Source: an optimization exercise on an open RTL-to-GDS flow (aim: small area, a short achievable clock period and few clock cycles per item). Production flows keep margins and buffers that such runs may drop.
Only simulation tests tie the RTL to the original design; equivalence was not proved.

Setup of tundra:
==> module asconController, before the edit <==
module asconController (
    input  logic       clk,
    input  logic       rst,
    input  logic       start,
    input  logic       hasAd,
    input  logic       enc,
    input  logic       dLast,       
    output logic       idle,
    output logic [3:0] roundIdx,
    output logic       adMode,      
    output logic       injAd,       
    output logic       injText,     
    output logic       injDec,      
    output logic       injKey34,    
    output logic       injDs,       
    output logic       read,
    output logic       outValid,
    output logic       tagValid
);
    localparam int R = 1;
    localparam logic [3:0] lastIdx = 4'(12 - R);
    localparam logic [3:0] preIdx  = 4'(12 - 2 * R);
    localparam logic [3:0] shortRunStart = 12 - 6;
    localparam logic [2:0] phIdle  = 3'd0;
    localparam logic [2:0] phInit  = 3'd1;
    localparam logic [2:0] phAd    = 3'd2;
    localparam logic [2:0] phText  = 3'd3;
    localparam logic [2:0] phFinal = 3'd4;
    localparam logic [2:0] phTag   = 3'd5;
    logic [2:0] phase;
    logic       isLast;
    logic       isPre;
    logic       absorbing;
    assign idle      = (phase == phIdle);
    assign isLast    = (roundIdx == lastIdx);
    assign isPre     = (roundIdx == preIdx);
    assign absorbing = (phase == phInit) || (phase == phAd) || (phase == phText);
    always_ff @(posedge clk or posedge rst) begin
        if (rst) begin
            phase    <= phIdle;
            roundIdx <= 4'd0;
            adMode   <= 1'b0;
            injAd    <= 1'b0;
            injText  <= 1'b0;
            injDec   <= 1'b0;
            injKey34 <= 1'b0;
            injDs    <= 1'b0;
            read     <= 1'b0;
            outValid <= 1'b0;
            tagValid <= 1'b0;
        end else begin
            injAd    <= absorbing && isPre && adMode;
            injText  <= absorbing && isPre && !adMode;
            injDec   <= absorbing && isPre && !adMode && !enc;
            injDs    <= ((phase == phInit) || (phase == phAd)) && isPre && !adMode;
            injKey34 <= ((phase == phInit) || (phase == phFinal)) && isPre;
            read     <= (absorbing && isPre && adMode) || injText;
            outValid <= injText;
            tagValid <= (phase == phFinal) && isLast;
            roundIdx <= roundIdx + 4'(R);
            case (phase)
                phIdle: begin
                    roundIdx <= 4'd0;
                    if (start) begin
                        phase  <= phInit;
                        adMode <= hasAd;
                    end
                end
                phInit, phAd, phText: begin
                    if (isLast) begin
                        roundIdx <= shortRunStart;
                        if (adMode) begin
                            phase  <= phAd;
                            adMode <= !dLast;
                        end else if (dLast) begin
                            phase    <= phFinal;
                            roundIdx <= 4'd0;
                        end else begin
                            phase <= phText;
                        end
                    end
                end
                phFinal: begin
                    if (isLast) begin
                        phase <= phTag;
                    end
                end
                default: begin
                    phase <= phIdle;
                end
            endcase
        end
    end
endmodule
==> module asconTop, before the edit <==
module asconTop (
    input  logic                         clk,
    input  logic                         rst,
    input  logic                         start,
    input  logic                         hasAd,
    input  logic                         enc,
    input  logic [128-1:0]   key,
    input  logic [128-1:0]   nonce,
    input  logic [64-1:0]  adBlock,
    input  logic [4-1:0]   adLen,
    input  logic [64-1:0]  textBlock,
    input  logic [4-1:0]   textLen,
    output logic                         read,
    output logic [64-1:0]  outBlock,
    output logic                         outValid,
    output logic [128-1:0]   tag,
    output logic                         tagValid
);
    logic                         idle;
    logic [3:0]                   roundIdx;
    logic                         adMode;
    logic                         injAd;
    logic                         injText;
    logic                         injDec;
    logic                         injKey34;
    logic                         injDs;
    logic [320-1:0] stateReg;
    logic [320-1:0] permOut;
    logic [128-1:0]   keyReg;
    logic [64-1:0]  selBlock;
    logic [4-1:0]   selLen;
    logic [8-1:0] lenBytes;
    logic [64-1:0]  dPad;      
    logic [8-1:0] dBytes;    
    logic [8-1:0] padBytes;  
    logic                         dLast;     
    logic [64-1:0]  outReg;
    logic [64-1:0]  mask64;
    logic [64-1:0]  keep0;
    logic [64-1:0]  inj0;
    logic [128-1:0]   inj12;
    logic [128-1:0]   inj34;
    logic [320-1:0] nextState;
    logic [64-1:0]  y0;
    asconController u_controller (
        .clk     (clk),
        .rst     (rst),
        .start   (start),
        .hasAd   (hasAd),
        .enc     (enc),
        .dLast   (dLast),
        .idle    (idle),
        .roundIdx(roundIdx),
        .adMode  (adMode),
        .injAd   (injAd),
        .injText (injText),
        .injDec  (injDec),
        .injKey34(injKey34),
        .injDs   (injDs),
        .read    (read),
        .outValid(outValid),
        .tagValid(tagValid)
    );
    asconPermutation #(
        .roundsPerCycle(1)
    ) u_permutation (
        .stateIn (stateReg),
        .roundIdx(roundIdx),
        .stateOut(permOut)
    );
    assign selBlock = adMode ? adBlock : textBlock;
    assign selLen   = adMode ? adLen : textLen;
    always_comb begin
        for (int b = 0; b < 8; b++) begin
            lenBytes[8-1-b] = (b < selLen);
        end
    end
    always_ff @(posedge clk) begin
        dBytes <= lenBytes;
    end
    assign padBytes = {1'b1, dBytes[8-1:1]} & ~dBytes;
    assign dLast    = !dBytes[0];
    for (genvar b = 0; b < 8; b++) begin : g_pad
        assign dPad[8*b +: 8] = (selBlock[8*b +: 8] & {8{dBytes[b]}}) | {padBytes[b], 7'd0};
    end
    for (genvar b = 0; b < 8; b++) begin : g_mask
        assign mask64[8*b +: 8] = {8{dBytes[b]}};
    end
    assign keep0 = injDec ? ~mask64 : '1;
    assign inj0  = (injAd || injText) ? dPad : '0;
    assign inj12 = (injText && dLast) ? keyReg : '0;
    assign inj34 = (injKey34 ? keyReg : '0) ^ {127'd0, injDs};
    assign y0 = permOut[(320-1-64*(0)) -: 64];
    always_comb begin
        nextState = permOut ^ {inj0, inj12, inj34};
        nextState[(320-1-64*(0)) -: 64] = (y0 & keep0) ^ inj0;
        if (idle) begin
            nextState = {64'h80400c0600000000, key, nonce};
        end
    end
    always_ff @(posedge clk) begin
        stateReg <= nextState;
        outReg   <= (y0 ^ dPad) & mask64;
        if (idle) begin
            keyReg <= key;
        end
    end
    assign outBlock = outReg;
    assign tag      = stateReg[128-1:0];
endmodule
Settings: LEC_CHECK=0, CAP_MARGIN=20, CORE_MARGIN=2, CORE_UTILIZATION=40, SLEW_MARGIN=20; clock period 8.0 ns.
standard.sh (not shown) runs the stock make flow with config.mk's settings and CLKGATE_MAP_FILE= SYNTH_SCRIPT=/design/flow/synth_recipe.tcl, a recipe that flattens the netlist after the stock synthesis.
==> flow/flow/run.sh <==
#!/bin/bash
# Standard ORFS layout, with plain buf_1 cells as the port buffers instead of
# the delay cells buffer_ports picks by default, a clock tree with larger
# sink clusters and no dummy loads, and timing repair aiming below the period.
set -euo pipefail
export BUFFER_PORTS_ARGS="-buffer_cell sky130_fd_sc_hd__buf_1"
export CTS_ARGS="-sink_clustering_enable -repair_clock_nets -dont_use_dummy_load -sink_clustering_size 20 -sink_clustering_max_diameter 80"
export SETUP_SLACK_MARGIN=5.2
bash standard.sh > standard.log 2>&1
Testbench counts of tundra, summed over its fixed seeds: cycles 17,560, blocks 1,860.
diff inputs: tundra => garnet
==> flow/design.v, changed modules only <==
module asconController (
    input  logic       clk,
    input  logic       rst,
    input  logic       start,
    input  logic       hasAd,
    input  logic       enc,
    input  logic       dLast,       
    output logic       idle,
    output logic [3:0] roundIdx,
    output logic       adMode,      
    output logic       injText,     
    output logic       injAny,      
    output logic       injDec,      
    output logic       injKey34,    
    output logic       injDs,       
    output logic       read,
    output logic       outValid,
    output logic       tagValid
);
    localparam int R = 1;
    localparam logic [3:0] lastIdx = 4'(12 - R);
    localparam logic [3:0] preIdx  = 4'(12 - 2 * R);
    localparam logic [3:0] shortRunStart = 12 - 6;
    localparam logic [2:0] phIdle  = 3'd0;
    localparam logic [2:0] phInit  = 3'd1;
    localparam logic [2:0] phAd    = 3'd2;
    localparam logic [2:0] phText  = 3'd3;
    localparam logic [2:0] phFinal = 3'd4;
    localparam logic [2:0] phTag   = 3'd5;
    logic [2:0] phase;
    logic       isLast;
    logic       isPre;
    logic       absorbing;
    assign idle      = (phase == phIdle);
    assign isLast    = (roundIdx == lastIdx);
    assign isPre     = (roundIdx == preIdx);
    assign absorbing = (phase == phInit) || (phase == phAd) || (phase == phText);
    always_ff @(posedge clk or posedge rst) begin
        if (rst) begin
            phase    <= phIdle;
            roundIdx <= 4'd0;
            adMode   <= 1'b0;
            injText  <= 1'b0;
            injAny   <= 1'b0;
            injDec   <= 1'b0;
            injKey34 <= 1'b0;
            injDs    <= 1'b0;
            read     <= 1'b0;
            outValid <= 1'b0;
            tagValid <= 1'b0;
        end else begin
            injText  <= absorbing && isPre && !adMode;
            injAny   <= absorbing && isPre;
            injDec   <= absorbing && isPre && !adMode && !enc;
            injDs    <= ((phase == phInit) || (phase == phAd)) && isPre && !adMode;
            injKey34 <= ((phase == phInit) || (phase == phFinal)) && isPre;
            read     <= (absorbing && isPre && adMode) || injText;
            outValid <= injText;
            tagValid <= (phase == phFinal) && isLast;
            roundIdx <= roundIdx + 4'(R);
            case (phase)
                phIdle: begin
                    roundIdx <= 4'd0;
                    if (start) begin
                        phase  <= phInit;
                        adMode <= hasAd;
                    end
                end
                phInit, phAd, phText: begin
                    if (isLast) begin
                        roundIdx <= shortRunStart;
                        if (adMode) begin
                            phase  <= phAd;
                            adMode <= !dLast;
                        end else if (dLast) begin
                            phase    <= phFinal;
                            roundIdx <= 4'd0;
                        end else begin
                            phase <= phText;
                        end
                    end
                end
                phFinal: begin
                    if (isLast) begin
                        phase <= phTag;
                    end
                end
                default: begin
                    phase <= phIdle;
                end
            endcase
        end
    end
endmodule
module asconTop (
    input  logic                         clk,
    input  logic                         rst,
    input  logic                         start,
    input  logic                         hasAd,
    input  logic                         enc,
    input  logic [128-1:0]   key,
    input  logic [128-1:0]   nonce,
    input  logic [64-1:0]  adBlock,
    input  logic [4-1:0]   adLen,
    input  logic [64-1:0]  textBlock,
    input  logic [4-1:0]   textLen,
    output logic                         read,
    output logic [64-1:0]  outBlock,
    output logic                         outValid,
    output logic [128-1:0]   tag,
    output logic                         tagValid
);
    logic                         idle;
    logic [3:0]                   roundIdx;
    logic                         adMode;
    logic                         injText;
    logic                         injAny;
    logic                         injDec;
    logic                         injKey34;
    logic                         injDs;
    logic [320-1:0] stateReg;
    logic [320-1:0] permOut;
    logic [128-1:0]   keyReg;
    logic [64-1:0]  selBlock;
    logic [4-1:0]   selLen;
    logic [8-1:0] lenBytes;
    logic [8-1:0] dBytes;    
    logic [8-1:0] padBytes;  
    logic [8-1:0] injBytes;
    logic [8-1:0] injPads;
    logic [8-1:0] decBytes;
    logic                         dLast;     
    logic [64-1:0]  outReg;
    logic [64-1:0]  mask64;
    logic [64-1:0]  keep0;
    logic [64-1:0]  inj0;
    logic [128-1:0]   inj12;
    logic [128-1:0]   inj34;
    logic [320-1:0] nextState;
    logic [64-1:0]  y0;
    asconController u_controller (
        .clk     (clk),
        .rst     (rst),
        .start   (start),
        .hasAd   (hasAd),
        .enc     (enc),
        .dLast   (dLast),
        .idle    (idle),
        .roundIdx(roundIdx),
        .adMode  (adMode),
        .injText (injText),
        .injAny  (injAny),
        .injDec  (injDec),
        .injKey34(injKey34),
        .injDs   (injDs),
        .read    (read),
        .outValid(outValid),
        .tagValid(tagValid)
    );
    asconPermutation #(
        .roundsPerCycle(1)
    ) u_permutation (
        .stateIn (stateReg),
        .roundIdx(roundIdx),
        .stateOut(permOut)
    );
    assign selBlock = adMode ? adBlock : textBlock;
    assign selLen   = adMode ? adLen : textLen;
    always_comb begin
        for (int b = 0; b < 8; b++) begin
            lenBytes[8-1-b] = (b < selLen);
        end
    end
    always_ff @(posedge clk) begin
        dBytes <= lenBytes;
    end
    assign padBytes = {1'b1, dBytes[8-1:1]} & ~dBytes;
    assign dLast    = !dBytes[0];
    assign injBytes = dBytes & {8{injAny}};
    assign injPads  = padBytes & {8{injAny}};
    assign decBytes = dBytes & {8{injDec}};
    for (genvar b = 0; b < 8; b++) begin : g_pad
        assign inj0[8*b +: 8]   = (selBlock[8*b +: 8] & {8{injBytes[b]}}) | {injPads[b], 7'd0};
        assign mask64[8*b +: 8] = {8{injBytes[b]}};
        assign keep0[8*b +: 8]  = {8{!decBytes[b]}};
    end
    assign inj12 = (injText && dLast) ? keyReg : '0;
    assign inj34 = (injKey34 ? keyReg : '0) ^ {127'd0, injDs};
    assign y0 = permOut[(320-1-64*(0)) -: 64];
    always_comb begin
        nextState = permOut ^ {inj0, inj12, inj34};
        nextState[(320-1-64*(0)) -: 64] = (y0 & keep0) ^ inj0;
        if (idle) begin
            nextState = {64'h80400c0600000000, key, nonce};
        end
    end
    always_ff @(posedge clk) begin
        stateReg <= nextState;
        outReg   <= (y0 ^ inj0) & mask64;
        if (idle) begin
            keyReg <= key;
        end
    end
    assign outBlock = outReg;
    assign tag      = stateReg[128-1:0];
endmodule
==> comparison <==
- No stage failed in garnet, and the final checks on the layout all came back clean.
- tundra has completed all stages; timing, DRC and antenna checks passed.
- The wire length on garnet is in line with that on tundra.
- garnet vs tundra on final-stage net count: garnet is the lower one.
- Any difference in adder-cell area share of the yosys netlist between tundra and garnet is small enough to ignore.
- Relative to tundra, share of final layout cell area taken by non-clock buffers has gone down in garnet.
- garnet vs. tundra: total number of cells along the worst setup path now sits at about the same level, effective utilization at floorplan flat.
- On garnet: met3 usage in global routing is 0.18 points higher than what tundra gave.
- Delta (garnet minus tundra): number of antenna violations at the first check in global routing went up by 9; first-pass GRT wire length held.
Testbench counts of garnet, summed over its fixed seeds: cycles 17,560, blocks 1,860.

re-timing with driven ports:
In the flow no input, the clock included, has a driving cell. The finished layouts below were timed again as built, in two steps.
Step 1 (the two cells are an assumption about what drives the block):
set clk [get_ports {clk}]
set_driving_cell -lib_cell sky130_fd_sc_hd__clkbuf_16 $clk
set_driving_cell -lib_cell sky130_fd_sc_hd__buf_2 [delete_from_list [all_inputs] $clk]
Step 2 adds t to the input delays and takes it off the output delays; t is the mean of the earliest and latest rising clock arrival at the registers after step 1. Input paths then give back, and output paths get back, about the clock's delay inside the block.
a / b / c = ideal ports / drivers / drivers and shift; a / b = the first two.
run	t, ns	setup WS [ns]	cell pins on the clock port's net
tundra	0.677	5.158 / 5.092 / 5.158	1
garnet	0.664	5.119 / 5.119 / 5.101	1
After both steps every run listed still meets setup and hold. For garnet, which loses most, drivers alone change the setup slack by 0.000 ns; drivers and shift together by -0.018 ns.
